This is an optimization exercise on Yosys and OpenROAD, whose aim is small area, a short achievable clock period and few clock cycles, not a production implementation.
The RTL was checked by simulation tests, not by an equivalence proof against the original design.

## qpsk_carrier_recovery_loop
module qpsk_carrier_recovery_loop
#(
    parameter int SAMPLE_WIDTH = 16
)
(
    input  logic                           clk,
    input  logic                           rst_n,
    input  logic                           in_valid,
    output logic                           in_stall,
    input  logic                           opcode,
    input  logic signed [SAMPLE_WIDTH-1:0] sample_re,
    input  logic signed [SAMPLE_WIDTH-1:0] sample_im,
    input  logic signed [SAMPLE_WIDTH-1:0] cosample_im,
    output logic                           out_valid,
    input  logic                           out_stall,
    output logic signed [SAMPLE_WIDTH-1:0] mixed_re,
    output logic signed [SAMPLE_WIDTH-1:0] mixed_im,
    output logic signed [31:0]             freq_estimate,
    output logic                           locked,
    output logic                           locked_once,
    input  logic                           cfg_write,
    input  logic [1:0]                     cfg_index,
    input  logic [31:0]                    cfg_data
);
clock: 12.0 ns
lec_check: 0
cap_margin: 20
core_margin: 2
core_utilization: 50
place_density: 0.7
setup_slack_margin: 5
slew_margin: 20
synth_memory_max_bits: 32768
run.sh (not shown) runs the stock make flow with config.mk's settings and CLKGATE_MAP_FILE= SYNTH_SCRIPT=/design/flow/synth_recipe.tcl, a recipe that flattens the netlist after the stock synthesis.
The starting point passed the timing, DRC and antenna checks.
Testbench counts at the start, summed over its fixed seeds: cycles 3,264.
Edit:
--- a/flow/design.v
+++ b/flow/design.v
@@ -2299,34 +2299,29 @@
     logic signed [33:0] f0, f04;
     logic signed [33:0] lim_s;
     logic               f_ge, f_gt, f_le, f_lt;
     logic signed [31:0] f_new;
     qcrl_freq_sum u_fsum (
         .freq       (freq_reg),
         .dfr        (dfr3),
         .sweep_on   (!lock_next),
         .sweep_down (sweep_down_reg),
         .f          (f0)
     );
     assign lim_s = $signed({4'd0, oqpsk_reg ? {1'b0, limit_reg[29:1]} : limit_reg});
-    logic signed [34:0] f_ml, f_pl;
-    logic signed [31:0] nlim;
-    assign f_ml = {f04[33], f04} - {1'b0, lim_s};
-    assign f_pl = {f04[33], f04} + {1'b0, lim_s};
-    assign nlim = 32'd0 - lim_s[31:0];
-    assign f_ge = !f_ml[34];
-    assign f_gt = !f_ml[34] && (f_ml != 35'sd0);
-    assign f_lt = f_pl[34];
-    assign f_le = f_pl[34] || (f_pl == 35'sd0);
-    assign f_new = f_gt ? 32'(lim_s) : (f_lt ? nlim : f04[31:0]);
+    assign f_ge = f04 >= lim_s;
+    assign f_gt = f04 > lim_s;
+    assign f_le = f04 <= -lim_s;
+    assign f_lt = f04 < -lim_s;
+    assign f_new = f_gt ? 32'(lim_s) : (f_lt ? 32'(-lim_s) : f04[31:0]);
     always_ff @(posedge clk or negedge rst_n)
     begin
         if (!rst_n)
         begin
             freq_reg <= '0;
             freq_prev <= '0;
             sweep_down_reg <= 1'b0;
         end
         else if (adv && u4)
         begin
             freq_reg <= f_new;
             freq_prev <= freq_reg;
What happened: The changed run went through all stages and came out clean. Global-route usage is lower by 0.43 points. Sequential share of layout area goes up by 0.38 points. Cell area goes down by 1.6%. Clock skew came out lower by 0.010 ns.
Testbench counts after the change, summed over its fixed seeds: cycles 3,264.

---

Starting RTL as in the previous note.
==> flow/design.v (excerpt) <==
module qpsk_carrier_recovery_loop
#(
    parameter int SAMPLE_WIDTH = 16
)
(
    input  logic                           clk,
    input  logic                           rst_n,
    input  logic                           in_valid,
    output logic                           in_stall,
    input  logic                           opcode,
    input  logic signed [SAMPLE_WIDTH-1:0] sample_re,
    input  logic signed [SAMPLE_WIDTH-1:0] sample_im,
    input  logic signed [SAMPLE_WIDTH-1:0] cosample_im,
    output logic                           out_valid,
    input  logic                           out_stall,
    output logic signed [SAMPLE_WIDTH-1:0] mixed_re,
    output logic signed [SAMPLE_WIDTH-1:0] mixed_im,
    output logic signed [31:0]             freq_estimate,
    output logic                           locked,
    output logic                           locked_once,
    input  logic                           cfg_write,
    input  logic [1:0]                     cfg_index,
    input  logic [31:0]                    cfg_data
);
clock: 12.0 ns
lec_check: 0
cap_margin: 20
core_margin: 2
core_utilization: 50
cts_buf_list: sky130_fd_sc_hd__clkbuf_8 sky130_fd_sc_hd__clkbuf_16
cts_cluster_diameter: 80
cts_cluster_size: 25
place_density: 0.7
setup_slack_margin: 5
slew_margin: 20
synth_memory_max_bits: 32768
The starting point went through all stages and came out clean.
Testbench counts at the start, summed over its fixed seeds: cycles 3,264.
Change:
--- a/flow/design.v
+++ b/flow/design.v
@@ -2304,24 +2304,19 @@
         .freq       (freq_reg),
         .dfr        (dfr3),
         .sweep_on   (!lock_next),
         .sweep_down (sweep_down_reg),
         .f          (f0)
     );
     assign lim_s = $signed({4'd0, oqpsk_reg ? {1'b0, limit_reg[29:1]} : limit_reg});
-    logic signed [34:0] f_ml, f_pl;
-    logic signed [31:0] nlim;
-    assign f_ml = {f04[33], f04} - {1'b0, lim_s};
-    assign f_pl = {f04[33], f04} + {1'b0, lim_s};
-    assign nlim = 32'd0 - lim_s[31:0];
-    assign f_ge = !f_ml[34];
-    assign f_gt = !f_ml[34] && (f_ml != 35'sd0);
-    assign f_lt = f_pl[34];
-    assign f_le = f_pl[34] || (f_pl == 35'sd0);
-    assign f_new = f_gt ? 32'(lim_s) : (f_lt ? nlim : f04[31:0]);
+    assign f_ge = f04 >= lim_s;
+    assign f_gt = f04 > lim_s;
+    assign f_le = f04 <= -lim_s;
+    assign f_lt = f04 < -lim_s;
+    assign f_new = f_gt ? 32'(lim_s) : (f_lt ? 32'(-lim_s) : f04[31:0]);
     always_ff @(posedge clk or negedge rst_n)
     begin
         if (!rst_n)
         begin
             freq_reg <= '0;
             freq_prev <= '0;
             sweep_down_reg <= 1'b0;
The changed run completed without violations.
Wire length goes down by a few percent.
Worst hold slack improved by 0.015 ns.
Global-route usage goes down by 0.45 points.
Register-to-register slack improved by 0.12 ns.
Critical path depth goes down by 14.
Design area goes down slightly.
Via count goes down by a few percent.
Fmax goes up slightly.
Setup slack improved by 0.066 ns.
Core utilization goes down by 0.12 points.
Synthesized area goes down slightly.
Testbench counts after the change, summed over its fixed seeds: cycles 3,264.

## port drivers added, routing unchanged
The flow's constraints put no driver on any port. The routed layouts listed below were extracted and timed again, unchanged, in two steps.
Step 1: set_driving_cell puts a clkbuf_16 on clk and a buf_2 on each other input, an assumption about the parent block.
Step 2 adds t to the input delays and takes it off the output delays; t is the mean of the earliest and latest rising clock arrival at the registers after step 1. Input paths then give back, and output paths get back, about the clock's delay inside the block.
Slacks: ideal ports / drivers / drivers and shift; pairs: ideal ports / drivers.
| run | t (ns) | setup slack, ns | worst hold slack (ns) | worst setup path at the end |
|---|---|---|---|---|
| the first run of note 1 | 0.855 | 5.115 / 5.092 / 4.790 | 0.415 / 0.415 / 0.415 | input to register |
| the second run of note 1 | 0.875 | 5.165 / 5.130 / 5.041 | 0.417 / 0.417 / 0.417 | input to register |
| the first run of note 2 | 0.841 | 5.089 / 5.089 / 4.776 | 0.411 / 0.411 / 0.411 | input to register |
| the second run of note 2 | 0.839 | 5.155 / 5.119 / 5.077 | 0.426 / 0.426 / 0.426 | input to register |
After both steps every run listed still meets setup and hold. The setup slack of the first run of note 1, which loses most, moves by -0.023 ns with the drivers and by -0.325 ns with both steps.
